From an optimization exercise on the open Yosys and OpenROAD flow, aimed at small area; shortcuts taken in it are not production practice.
The RTL was checked by simulation tests, not by an equivalence proof against the original design.
Power is estimated from default activity; no workload was simulated.

Setup of the reference run:
## regfile_mp
module regfile_mp
#(
    parameter int unsigned DATA_W   = DEF_DATA_W,
    parameter int unsigned NUM_REGS = DEF_NUM_REGS,
    parameter int unsigned NUM_RD   = DEF_NUM_RD,
    parameter int unsigned NUM_WR   = DEF_NUM_WR,
    parameter bit          BYPASS   = 1'b1,
    parameter bit          ZERO_REG = 1'b1,
    localparam int unsigned AW      = (NUM_REGS > 2) ? $clog2(NUM_REGS) : 1
) (
    input  logic                           i_clk,
    input  logic                           i_reset_n,
    input  logic [NUM_RD-1:0][AW-1:0]      i_rs_addr,
    output logic [NUM_RD-1:0][DATA_W-1:0]  o_rs_data,
    output logic [NUM_RD-1:0]              o_rs_busy,
    input  logic [NUM_WR-1:0][AW-1:0]      i_rd_addr,
    input  logic [NUM_WR-1:0][DATA_W-1:0]  i_rd_data,
    input  logic [NUM_WR-1:0]              i_rd_wren,
    input  logic                           i_alloc_en,
    input  logic [AW-1:0]                  i_alloc_addr,
    input  logic                           i_clr_req,
    output logic                           o_clr_busy
);
export LEC_CHECK = 0
export CAP_MARGIN = 20
export CELL_PAD_IN_SITES_DETAIL_PLACEMENT = 1
export CELL_PAD_IN_SITES_GLOBAL_PLACEMENT = 1
export CORE_MARGIN = 2
export CORE_UTILIZATION = 35
export CTS_BUF_LIST = sky130_fd_sc_hd__clkbuf_4
export PLACE_DENSITY = 0.5
export SETUP_SLACK_MARGIN = 0.2
export SLEW_MARGIN = 20
export SYNTH_HIERARCHICAL = 1
export SYNTH_MINIMUM_KEEP_SIZE = 0
create_clock -name core_clock -period 7.0 [get_ports {i_clk}]
standard.sh (not shown) runs the stock make flow with config.mk's settings and CLKGATE_MAP_FILE= SYNTH_SCRIPT=/design/flow/synth_recipe.tcl, a recipe that flattens the netlist after the stock synthesis.
==> flow/flow/run.sh <==
#!/bin/bash
# Standard layout with two changes: ports are buffered with the smallest buffer, and clock tree
# synthesis inserts no dummy loads.
set -euo pipefail
bash standard.sh \
  "BUFFER_PORTS_ARGS=-buffer_cell sky130_fd_sc_hd__buf_1" \
  "CTS_ARGS=-sink_clustering_enable -repair_clock_nets -dont_use_dummy_load" \
  finish > standard_flow.log 2>&1
Modified inputs, the trial run compared to the reference run
# the reference run
export LEC_CHECK = 0
export CAP_MARGIN = 20
export CELL_PAD_IN_SITES_DETAIL_PLACEMENT = 1
export CELL_PAD_IN_SITES_GLOBAL_PLACEMENT = 1
export CORE_MARGIN = 2
export CORE_UTILIZATION = 35
export CTS_BUF_LIST = sky130_fd_sc_hd__clkbuf_4
export PLACE_DENSITY = 0.5
export SETUP_SLACK_MARGIN = 0.2
export SLEW_MARGIN = 20
export SYNTH_HIERARCHICAL = 1
export SYNTH_MINIMUM_KEEP_SIZE = 0
create_clock -name core_clock -period 7.0 [get_ports {i_clk}]
# the trial run
export LEC_CHECK = 0
export CAP_MARGIN = 20
export CORE_MARGIN = 2
export CORE_UTILIZATION = 35
export CTS_BUF_LIST = sky130_fd_sc_hd__clkbuf_4
export PLACE_DENSITY = 0.5
export SETUP_SLACK_MARGIN = 0.2
export SLEW_MARGIN = 20
export SYNTH_HIERARCHICAL = 1
export SYNTH_MINIMUM_KEEP_SIZE = 0
create_clock -name core_clock -period 7.0 [get_ports {i_clk}]
Findings:
The switching power of the trial run was superior to that of the reference run. Between the trial run and the reference run, it is the trial run whose relative area of non-clock buffer cells in the final design is higher, by 1.0 points. The reference run reports its path category of the worst min-delay check as reg2reg while the trial run reports in2async. Compared with the reference run, the trial run shows a relative area change from synthesis to final layout that is 0.50 points higher. Diff the reference run -> the trial run: number of nets in the layout saw an increase, non-clock buffer count higher, critical path depth lost 1, wire length decreased 6.4%. Diff the reference run -> the trial run: maximum number of pins on one net before global-route repair now sits higher; area used by multi-input combinational logic now sits lower; post-route clock period utilization now sits at about the same level.


The RTL this note starts from:
==> flow/design.v <==
package regfile_pkg;
    localparam int unsigned DEF_DATA_W   = 32;
    localparam int unsigned DEF_NUM_REGS = 32;
    localparam int unsigned DEF_NUM_RD   = 2;
    localparam int unsigned DEF_NUM_WR   = 2;
    typedef logic [0:0] clr_state_e;
    localparam clr_state_e IDLE  = 1'b0;
    localparam clr_state_e CLEAR = 1'b1;
endpackage
import regfile_pkg::*;
module regfile_scoreboard
#(
    parameter int unsigned NUM_REGS = DEF_NUM_REGS,
    parameter int unsigned NUM_RD   = DEF_NUM_RD,
    parameter int unsigned NUM_WR   = DEF_NUM_WR,
    parameter bit          ZERO_REG = 1'b1,
    localparam int unsigned AW      = (NUM_REGS > 2) ? $clog2(NUM_REGS) : 1
) (
    input  logic                         i_clk,
    input  logic                         i_reset_n,
    input  logic [NUM_WR-1:0][NUM_REGS-1:0] i_wr_hit,    
    input  logic [NUM_REGS-1:0]          i_alloc_hit,    
    input  logic                         i_accept,       
    input  logic [NUM_RD-1:0][NUM_REGS-1:0] i_rs_sel,    
    output logic [NUM_RD-1:0]            o_rs_busy_c
);
    localparam int unsigned LO = ZERO_REG ? 1 : 0;
    logic [NUM_REGS-1:0] busy_q;
    for (genvar i = 0; i < int'(NUM_REGS); i++) begin : g_busy
        if (i < int'(LO)) begin : g_zero
            assign busy_q[i] = 1'b0;
        end else begin : g_bit
            logic wr_any;
            always_comb begin
                wr_any = 1'b0;
                for (int w = 0; w < int'(NUM_WR); w++) wr_any = wr_any | i_wr_hit[w][i];
            end
            always_ff @(posedge i_clk or negedge i_reset_n) begin
                if (!i_reset_n) busy_q[i] <= 1'b0;
                else            busy_q[i] <= i_accept & (i_alloc_hit[i] | (busy_q[i] & ~wr_any));
            end
        end
    end
    always_comb begin
        for (int k = 0; k < int'(NUM_RD); k++) o_rs_busy_c[k] = |(busy_q & i_rs_sel[k]);
    end
endmodule
import regfile_pkg::*;
module regfile_mp
#(
    parameter int unsigned DATA_W   = DEF_DATA_W,
    parameter int unsigned NUM_REGS = DEF_NUM_REGS,
    parameter int unsigned NUM_RD   = DEF_NUM_RD,
    parameter int unsigned NUM_WR   = DEF_NUM_WR,
    parameter bit          BYPASS   = 1'b1,
    parameter bit          ZERO_REG = 1'b1,
    localparam int unsigned AW      = (NUM_REGS > 2) ? $clog2(NUM_REGS) : 1
) (
    input  logic                           i_clk,
    input  logic                           i_reset_n,
    input  logic [NUM_RD-1:0][AW-1:0]      i_rs_addr,
    output logic [NUM_RD-1:0][DATA_W-1:0]  o_rs_data,
    output logic [NUM_RD-1:0]              o_rs_busy,
    input  logic [NUM_WR-1:0][AW-1:0]      i_rd_addr,
    input  logic [NUM_WR-1:0][DATA_W-1:0]  i_rd_data,
    input  logic [NUM_WR-1:0]              i_rd_wren,
    input  logic                           i_alloc_en,
    input  logic [AW-1:0]                  i_alloc_addr,
    input  logic                           i_clr_req,
    output logic                           o_clr_busy
);
    localparam int unsigned LO = ZERO_REG ? 1 : 0;
    logic                                clr_q;      
    logic [AW-1:0]                       cnt_q;      
    logic                                accept;
    logic [NUM_WR-1:0]                   wr_ok;
    logic [NUM_WR-1:0][NUM_REGS-1:0]     wr_hit;     
    logic [NUM_WR-1:0][NUM_REGS-1:0]     wr_sel;     
    logic [NUM_REGS-1:0]                 wr_any;
    logic [NUM_REGS-1:0]                 alloc_hit;
    logic [NUM_RD-1:0][NUM_REGS-1:0]     rs_sel;     
    logic [NUM_RD-1:0][NUM_REGS-1:0]     rd_sel;     
    logic [NUM_RD-1:0][NUM_WR-1:0]       byp;        
    logic [NUM_RD-1:0]                   no_byp;
    logic [NUM_REGS-1:0]                 valid_q;
    logic [NUM_REGS-1:0][DATA_W-1:0]     mem_q;
    logic [NUM_REGS-1:0]                 sweep_hit;
    logic [NUM_RD-1:0]                   busy_c;
    logic                                phase_q;
    logic [NUM_WR-1:0][DATA_W-1:0]       wdat;       
    logic [NUM_RD-1:0]                   rd_zero;    
    assign accept = !clr_q && !i_clr_req;
    always_ff @(posedge i_clk or negedge i_reset_n) begin
        if (!i_reset_n)  clr_q <= 1'b0;
        else if (clr_q)  clr_q <= (cnt_q != AW'(NUM_REGS - 1));
        else             clr_q <= i_clr_req;
    end
    always_ff @(posedge i_clk) begin
        cnt_q <= clr_q ? cnt_q + AW'(1) : '0;
    end
    always_ff @(posedge i_clk or negedge i_reset_n) begin
        if (!i_reset_n) phase_q <= 1'b0;
        else            phase_q <= !phase_q;
    end
    always_comb begin
        for (int w = 0; w < int'(NUM_WR); w++) wdat[w] = i_rd_data[w] ^ {DATA_W{phase_q}};
    end
    always_comb begin
        for (int w = 0; w < int'(NUM_WR); w++) begin
            wr_ok[w] = i_rd_wren[w] && accept && !(ZERO_REG && (i_rd_addr[w] == '0));
            for (int i = 0; i < int'(NUM_REGS); i++) wr_hit[w][i] = wr_ok[w] && (i_rd_addr[w] == AW'(i));
        end
        for (int i = 0; i < int'(NUM_REGS); i++) begin
            wr_any[i] = 1'b0;
            for (int w = int'(NUM_WR) - 1; w >= 0; w--) begin
                wr_sel[w][i] = wr_hit[w][i] && !wr_any[i];
                wr_any[i]    = wr_any[i] | wr_hit[w][i];
            end
            alloc_hit[i] = i_alloc_en && (i_alloc_addr == AW'(i)) && !(ZERO_REG && i == 0);
            sweep_hit[i] = (cnt_q == AW'(i));
        end
        for (int k = 0; k < int'(NUM_RD); k++) begin
            no_byp[k] = 1'b1;
            for (int w = int'(NUM_WR) - 1; w >= 0; w--) begin
                byp[k][w] = BYPASS && no_byp[k] && wr_ok[w] && (i_rd_addr[w] == i_rs_addr[k]);
                no_byp[k] = no_byp[k] && !byp[k][w];
            end
            rd_zero[k] = 1'b1;
            for (int i = 0; i < int'(NUM_REGS); i++) begin
                rs_sel[k][i] = (i_rs_addr[k] == AW'(i));
                rd_sel[k][i] = rs_sel[k][i] && valid_q[i];
                rd_zero[k]   = rd_zero[k] && !(rs_sel[k][i] && valid_q[i]);
            end
        end
    end
    for (genvar i = 0; i < int'(NUM_REGS); i++) begin : g_reg
        if (i < int'(LO)) begin : g_zero
            assign valid_q[i] = 1'b0;
            assign mem_q[i]   = '0;
        end else begin : g_reg
            logic hold;
            always_ff @(posedge i_clk or negedge i_reset_n) begin
                if (!i_reset_n) valid_q[i] <= 1'b0;
                else if (clr_q) valid_q[i] <= valid_q[i] & !sweep_hit[i];
                else            valid_q[i] <= valid_q[i] | wr_any[i];
            end
            assign hold = !wr_any[i];
            for (genvar b = 0; b < int'(DATA_W); b++) begin : g_bit
                logic d;
                rf_aoi222 u_wr (
                    .a0 (mem_q[i][b]), .a1 (hold),
                    .b0 (wdat[0][b]),  .b1 (wr_sel[0][i]),
                    .c0 (wdat[1][b]),  .c1 (wr_sel[1][i]),
                    .y  (d)
                );
                always_ff @(posedge i_clk) mem_q[i][b] <= d;
            end
        end
    end
    localparam int unsigned NT = NUM_REGS - LO + 1;           
    localparam int unsigned NG = (NT + 2) / 3;                
    for (genvar k = 0; k < int'(NUM_RD); k++) begin : g_rd
        logic [3*NG-1:0] tsel;
        always_comb begin
            tsel = '0;
            for (int i = int'(LO); i < int'(NUM_REGS); i++) tsel[i - int'(LO)] = rd_sel[k][i];
            tsel[NUM_REGS - LO] = rd_zero[k];
        end
        for (genvar b = 0; b < int'(DATA_W); b++) begin : g_bit
            logic [3*NG-1:0] tdat;
            logic [NG-1:0]   grp_n;
            logic            rd_enc;     
            logic            out_n;
            always_comb begin
                tdat = '0;
                for (int i = int'(LO); i < int'(NUM_REGS); i++) tdat[i - int'(LO)] = mem_q[i][b];
                tdat[NUM_REGS - LO] = phase_q;
            end
            for (genvar g = 0; g < int'(NT / 3); g++) begin : g_grp
                rf_aoi222 u_aoi (
                    .a0 (tdat[3*g]),   .a1 (tsel[3*g]),
                    .b0 (tdat[3*g+1]), .b1 (tsel[3*g+1]),
                    .c0 (tdat[3*g+2]), .c1 (tsel[3*g+2]),
                    .y  (grp_n[g])
                );
            end
            for (genvar g = int'(NT / 3); g < int'(NG); g++) begin : g_rest
                assign grp_n[g] = ~|(tdat[3*g +: 3] & tsel[3*g +: 3]);
            end
            assign rd_enc = ~&grp_n;
            rf_aoi222 u_out (
                .a0 (wdat[1][b]), .a1 (byp[k][1]),
                .b0 (wdat[0][b]), .b1 (byp[k][0]),
                .c0 (rd_enc),     .c1 (no_byp[k]),
                .y  (out_n)
            );
            assign o_rs_data[k][b] = ~(out_n ^ phase_q);
        end
    end
    regfile_scoreboard #(
        .NUM_REGS (NUM_REGS),
        .NUM_RD   (NUM_RD),
        .NUM_WR   (NUM_WR),
        .ZERO_REG (ZERO_REG)
    ) u_scoreboard (
        .i_clk        (i_clk),
        .i_reset_n    (i_reset_n),
        .i_wr_hit     (wr_hit),
        .i_alloc_hit  (alloc_hit),
        .i_accept     (accept),
        .i_rs_sel     (rs_sel),
        .o_rs_busy_c  (busy_c)
    );
    always_comb begin
        o_rs_busy  = clr_q ? '0 : busy_c;
        o_clr_busy = clr_q;
    end
endmodule
module rf_aoi222 (
    input  logic a0, a1, b0, b1, c0, c1,
    output logic y
);
    assign y = ~((a0 & a1) | (b0 & b1) | (c0 & c1));
endmodule
clock: 7.0 ns
lec_check: 0
cap_margin: 20
cell_pad_in_sites_detail_placement: 1
cell_pad_in_sites_global_placement: 1
core_margin: 2
core_utilization: 42
place_density: 0.55
setup_slack_margin: 0.35
slew_margin: 20
synth_hierarchical: 1
synth_minimum_keep_size: 0
==> flow/flow/run.sh <==
#!/bin/bash
# Standard layout with two changes: ports are buffered with the smallest buffer, and clock tree
# synthesis builds the tree from clkbuf_8 cells in clusters of at most 14 sinks and 80 um, with
# no dummy loads.
set -euo pipefail
bash standard.sh \
  "BUFFER_PORTS_ARGS=-buffer_cell sky130_fd_sc_hd__buf_1" \
  "CTS_ARGS=-sink_clustering_enable -repair_clock_nets -dont_use_dummy_load -buf_list sky130_fd_sc_hd__clkbuf_8 -sink_clustering_size 14 -sink_clustering_max_diameter 80" \
  finish > standard_flow.log 2>&1
Rerun with:
- CORE_UTILIZATION: 42 -> 35
- PLACE_DENSITY: 0.55 -> 0.5
- SETUP_SLACK_MARGIN: 0.35 -> 0.2
What happened: The new run went through all stages and came out clean. Total power goes up by a few percent. Synthesized area does not change. Non-clock buffer count goes up by 33. Clock power goes up by a few percent. Routed wire length goes up by roughly a tenth. Fmax goes down by a few percent.

-- separate check: timing with driven ports --
In the flow no input, the clock included, has a driving cell. The finished layouts below were timed again as built, in two steps.
Step 1: set_driving_cell puts a clkbuf_16 on i_clk and a buf_2 on each other input, an assumption about the parent block.
Step 2, shift: input delay + t, output delay - t, t = (earliest + latest rising clock arrival at the registers) / 2. This alone moves slack from input paths to output paths.
a / b / c = ideal ports / drivers / drivers and shift; a / b = the first two.
run | t, ns | slack for setup (ns) | hold WS [ns]
the reference run | 0.817 | 0.135 / 0.110 / 0.110 | 0.499 / 0.499 / 0.499
the trial run | 0.812 | 0.135 / 0.109 / 0.109 | 0.433 / 0.376 / 0.492
the first run of note 2 | 0.859 | 0.341 / 0.320 / 0.320 | 0.501 / 0.501 / 0.501
the second run of note 2 | 0.914 | 0.102 / 0.078 / 0.078 | 0.490 / 0.429 / 0.503
After both steps setup and hold are still met in every run listed. The setup slack of the trial run, which loses most, moves by -0.026 ns with the drivers and by -0.026 ns with both steps.
